What follows belongs to an exercise in optimizing a design on an open flow for a short achievable clock period and few clock cycles; a production flow would make more cautious choices. RTL that was checked went through simulation tests only; none was proved equivalent to the original. The flow treats the clock pin as an ideal source, which a real chip does not have. Power figures rest on the tool's default switching activity, not on a simulated workload.

Design vfifo_top, start of the top module:
module vfifo_top (
	input logic clk_axi,
	input logic rst_axi_n,
	input vfifo_cfg_pkg::word_t in_data,
	input logic in_valid,
	output logic in_ready,
	output vfifo_cfg_pkg::word_t out_data,
	output logic out_valid,
	input logic out_ready,
	output logic [vfifo_cfg_pkg::occ_width-1:0] occupancy,
	output logic [vfifo_cfg_pkg::addr_width-1:0] awaddr,
	output logic [7:0] awlen,
	output logic awvalid,
	input logic awready,
	output vfifo_cfg_pkg::word_t wdata,
	output logic wlast,
	output logic wvalid,
	input logic wready,
	input logic [1:0] bresp,
	input logic bvalid,
	output logic bready,
	output logic [vfifo_cfg_pkg::addr_width-1:0] araddr,
	output logic [7:0] arlen,
	output logic arvalid,
	input logic arready,
	input vfifo_cfg_pkg::word_t rdata,
	input logic [1:0] rresp,
	input logic rlast,
	input logic rvalid,
	output logic rready
);
For scale: roughly 6200 cells after synthesis, about 2900 flip-flops, roughly 200 I/O pins.
==> flow/config.mk <==
export PLATFORM = sky130hd
export DESIGN_NAME = vfifo_top
export DESIGN_NICKNAME = vfifo_top
export VERILOG_FILES = /design/flow/design.v
export SDC_FILE = /design/flow/constraint.sdc
export NUM_CORES = 4
export LEC_CHECK = 0
export ABC_CLOCK_PERIOD_IN_PS = 2000
export CAP_MARGIN = 20
export CORE_MARGIN = 2
export CORE_UTILIZATION = 65
export CTS_CLUSTER_DIAMETER = 60
export CTS_CLUSTER_SIZE = 30
export PLACE_DENSITY = 0.75
export SETUP_SLACK_MARGIN = 3.0
export SLEW_MARGIN = 20
==> flow/constraint.sdc <==
create_clock -name core_clock -period 5.0 [get_ports {clk_axi}]
set_input_delay 1.0000 -clock core_clock [delete_from_list [all_inputs] [get_ports {clk_axi}]]
set_output_delay 1.0000 -clock core_clock [all_outputs]
set_load 0.01 [all_outputs]
standard.sh (not shown) runs the stock make flow with config.mk's settings and CLKGATE_MAP_FILE= SYNTH_SCRIPT=/design/flow/synth_recipe.tcl, a recipe that flattens the netlist after the stock synthesis.
==> flow/flow/run.sh <==
#!/bin/bash
# Own layout flow: the standard flow (standard.sh) with three changes.
#  1. Port buffers are sky130_fd_sc_hd__buf_4 (BUFFER_PORTS_ARGS) instead of the resizer's
#     default pick, a delay cell.
#  2. After placement, each output port's buffer is moved next to the register that drives
#     it and sized up to buf_12, the register is sized up to drive strength 4
#     (flow/move_out_buf.tcl), and the placement is legalized again.
#  3. After CTS, the clock root buffer is split into 4 buffers that the clock port drives
#     directly (flow/split_root.tcl), one per quarter of the old root's sinks; the rest of
#     the tree is kept. Then the standard flow continues from global routing.
# Each tool's full output goes to a log file of its own in this folder.
set -euo pipefail
export BUFFER_PORTS_ARGS="-buffer_cell sky130_fd_sc_hd__buf_4"
R=orfs/results/${FLOW_PLATFORM}/vfifo_top/base
PD="$FLOW_HOME/platforms/$FLOW_PLATFORM"

bash standard.sh place > std_to_place.log 2>&1

cp "$R/3_place.odb" "$R/3_place_std.odb"
PLATFORM_DIR="$PD" ODB_IN="$R/3_place_std.odb" SDC_IN="$R/3_place.sdc" ODB_OUT="$R/3_place.odb" \
	BUF_MASTER=sky130_fd_sc_hd__buf_12 openroad -no_init -exit flow/move_out_buf.tcl > move_out_buf.log 2>&1

bash standard.sh cts > std_cts.log 2>&1

cp "$R/4_cts.odb" "$R/4_cts_std.odb"
PLATFORM_DIR="$PD" ODB_IN="$R/4_cts_std.odb" SDC_IN="$R/4_cts.sdc" ODB_OUT="$R/4_cts.odb" NROOT=4 \
	openroad -no_init -exit flow/split_root.tcl > split_root.log 2>&1

bash standard.sh finish > std_finish.log 2>&1
test -s out/final.def
Other scripts of this flow, unchanged in this note and not shown: flow/flow/move_out_buf.tcl, flow/flow/split_root.tcl
Then changed:
--- a/flow/design.v
+++ b/flow/design.v
@@ -34,18 +34,19 @@
 	output logic rd_valid,
 	input logic rd_ready
 );
 	localparam int depth = vfifo_cfg_pkg::buf_depth;
 	localparam int queue = 3;
 	logic [width-1:0] mem [depth];
 	logic [depth-1:0] wr_sel;
 	logic [depth-1:0] wr_slot;
 	logic [depth-1:0] rd_sel;
+	logic [depth-1:0] rd_sel_hi;
 	logic [depth-1:0] fill;
 	logic [width-1:0] mem_word_lo;
 	logic [width-1:0] mem_word_hi;
 	logic [width-1:0] stage_lo;
 	logic [width-1:0] stage_hi;
 	logic [width-1:0] stage;
 	logic stage_valid;
 	logic room;
 	logic [width-1:0] q [queue];
@@ -59,20 +60,23 @@
 	assign room = !used[2] && !(used[1] && stage_valid);
 	assign rd_take = rd_allow && fill[0] && room;
 	assign head_hold = !pop && used[0];
 	assign head_next = pop && used[1];
 	assign head_stage = !head_hold && !head_next;
 	always_comb begin
 		mem_word_lo = '0;
 		mem_word_hi = '0;
 		for (int i = 0; i < depth / 2; i++) begin
-			mem_word_lo = mem_word_lo | ({width{rd_sel[i]}} & mem[i]);
-			mem_word_hi = mem_word_hi | ({width{rd_sel[depth/2+i]}} & mem[depth/2+i]);
+			for (int b = 0; b < width; b++) begin
+				mem_word_lo[b] = mem_word_lo[b] | ((b < width / 2 ? rd_sel[i] : rd_sel_hi[i]) & mem[i][b]);
+				mem_word_hi[b] = mem_word_hi[b] |
+					((b < width / 2 ? rd_sel[depth/2+i] : rd_sel_hi[depth/2+i]) & mem[depth/2+i][b]);
+			end
 		end
 	end
 	assign stage = stage_lo | stage_hi;
 	always_ff @(posedge clk_axi) begin
 		for (int i = 0; i < depth; i++) begin
 			if (wr_slot[i]) begin
 				mem[i] <= wr_data;
 			end
 		end
@@ -87,28 +91,30 @@
 			end
 		end
 		q[0] <= ({width{head_hold}} & q[0]) | ({width{head_next}} & q[1]) |
 			({width{head_stage}} & stage);
 	end
 	always_ff @(posedge clk_axi) begin
 		if (!rst_axi_n) begin
 			wr_sel <= depth'(1);
 			rd_sel <= depth'(1);
+			rd_sel_hi <= depth'(1);
 			fill <= '0;
 			stage_valid <= 1'b0;
 			used <= '0;
 			rd_valid <= 1'b0;
 		end else begin
 			if (wr_en) begin
 				wr_sel <= {wr_sel[depth-2:0], wr_sel[depth-1]};
 			end
 			if (rd_take) begin
 				rd_sel <= {rd_sel[depth-2:0], rd_sel[depth-1]};
+				rd_sel_hi <= {rd_sel_hi[depth-2:0], rd_sel_hi[depth-1]};
 			end
 			if (wr_en && !rd_take) begin
 				fill <= {fill[depth-2:0], 1'b1};
 			end else if (rd_take && !wr_en) begin
 				fill <= {1'b0, fill[depth-1:1]};
 			end
 			stage_valid <= rd_take;
 			if (pop && !stage_valid) begin
 				used <= {1'b0, used[queue-1:1]};
@@ -140,20 +146,19 @@
 	localparam int slot_width = vfifo_cfg_pkg::slot_width;
 	logic [slot_width-1:0] slot;
 	logic [1:0] pending;
 	logic [ring_slots-1:0] used;
 	logic [2*burst_beats-1:0] credit;
 	logic raise;
 	logic aw_busy;
 	assign awaddr = addr_width'({slot, 6'b0});
 	assign awlen = 8'(burst_beats - 1);
-	assign raise = (pending != '0 || commit) && !used[ring_slots-1] &&
-		(!aw_busy || awready);
+	assign raise = (pending != '0 || commit) && !used[ring_slots-1] && !aw_busy;
 	assign src_allow = credit[0];
 	always_ff @(posedge clk_axi) begin
 		if (!rst_axi_n) begin
 			slot <= '0;
 			pending <= '0;
 			used <= '0;
 			credit <= '0;
 			awvalid <= 1'b0;
 			aw_busy <= 1'b0;
@@ -214,20 +219,19 @@
 	logic [beat_width-1:0] beat;
 	logic raise;
 	logic beat_last;
 	logic ar_busy;
 	assign bready = 1'b1;
 	assign rready = 1'b1;
 	assign araddr = addr_width'({slot, 6'b0});
 	assign arlen = 8'(burst_beats - 1);
 	assign slot_freed = dst_valid && beat_last;
-	assign raise = (pending[0] || bvalid) && credit[burst_beats-1] &&
-		(!ar_busy || arready);
+	assign raise = (pending[0] || slot_written) && credit[burst_beats-1] && !ar_busy;
 	always_ff @(posedge clk_axi) begin
 		dst_data <= rdata;
 	end
 	always_ff @(posedge clk_axi) begin
 		if (!rst_axi_n) begin
 			slot <= '0;
 			pending <= '0;
 			credit <= '1;
 			beat <= '0;
@@ -242,21 +246,21 @@
 			if (dst_valid) begin
 				beat <= beat + 1'b1;
 				beat_last <= beat == beat_width'(burst_beats - 2);
 			end
 			arvalid <= (arvalid && !arready) || raise;
 			ar_busy <= (ar_busy && !arready) || raise;
 			if (ar_busy && arready) begin
 				slot <= slot + 1'b1;
 			end
-			if (bvalid && !raise) begin
+			if (slot_written && !raise) begin
 				pending <= {pending[ring_slots-2:0], 1'b1};
-			end else if (raise && !bvalid) begin
+			end else if (raise && !slot_written) begin
 				pending <= {1'b0, pending[ring_slots-1:1]};
 			end
 			case ({raise, dst_pop})
 				2'b01: credit <= {credit[buf_depth-2:0], 1'b1};
 				2'b10: credit <= {{burst_beats{1'b0}}, credit[buf_depth-1:burst_beats]};
 				2'b11: credit <= {{(burst_beats-1){1'b0}}, credit[buf_depth-1:burst_beats-1]};
 				default: ;
 			endcase
 		end
=> Global-route usage went down by 0.86 points; power increases by 2.9%; final cell count went up by 2.9%; core utilization went down by 0.41 points; clock skew came out lower by 0.0039 ns.
Testbench counts after the change, summed over its fixed seeds: cycles 17,205.
The RTL of the first run of this note was laid out without a check of its function.

-- what the ideal ports hide --
The flow's constraints put no driver on any port. The routed layouts listed below were extracted and timed again, unchanged, in two steps. Step 1 sets driving cells, clkbuf_16 on the clock port and buf_2 on the other inputs (assumed; they add their load-dependent delay and slew). Step 2, shift: input delay + t, output delay - t, t = (earliest + latest rising clock arrival at the registers) / 2. This alone moves slack from input paths to output paths. a / b / c = ideal / step 1 / step 2; a / b = the first two.
| run | t (ns) | setup WS [ns] | worst hold slack (ns) | clock arrival spread, ns | worst slew at a driven data input, ns |
|---|---|---|---|---|---|
| the first run | 0.760 | 2.887 / 2.707 / 2.434 | 0.472 / 0.340 / 0.472 | 0.060 / 0.059 | 0.12 |
| the second run | 0.740 | 2.908 / 2.735 / 2.383 | 0.459 / 0.359 / 0.459 | 0.060 / 0.060 | 0.10 |
After both steps setup and hold are still met in every run listed. The setup slack of the second run, which loses most, moves by -0.173 ns with the drivers and by -0.525 ns with both steps.
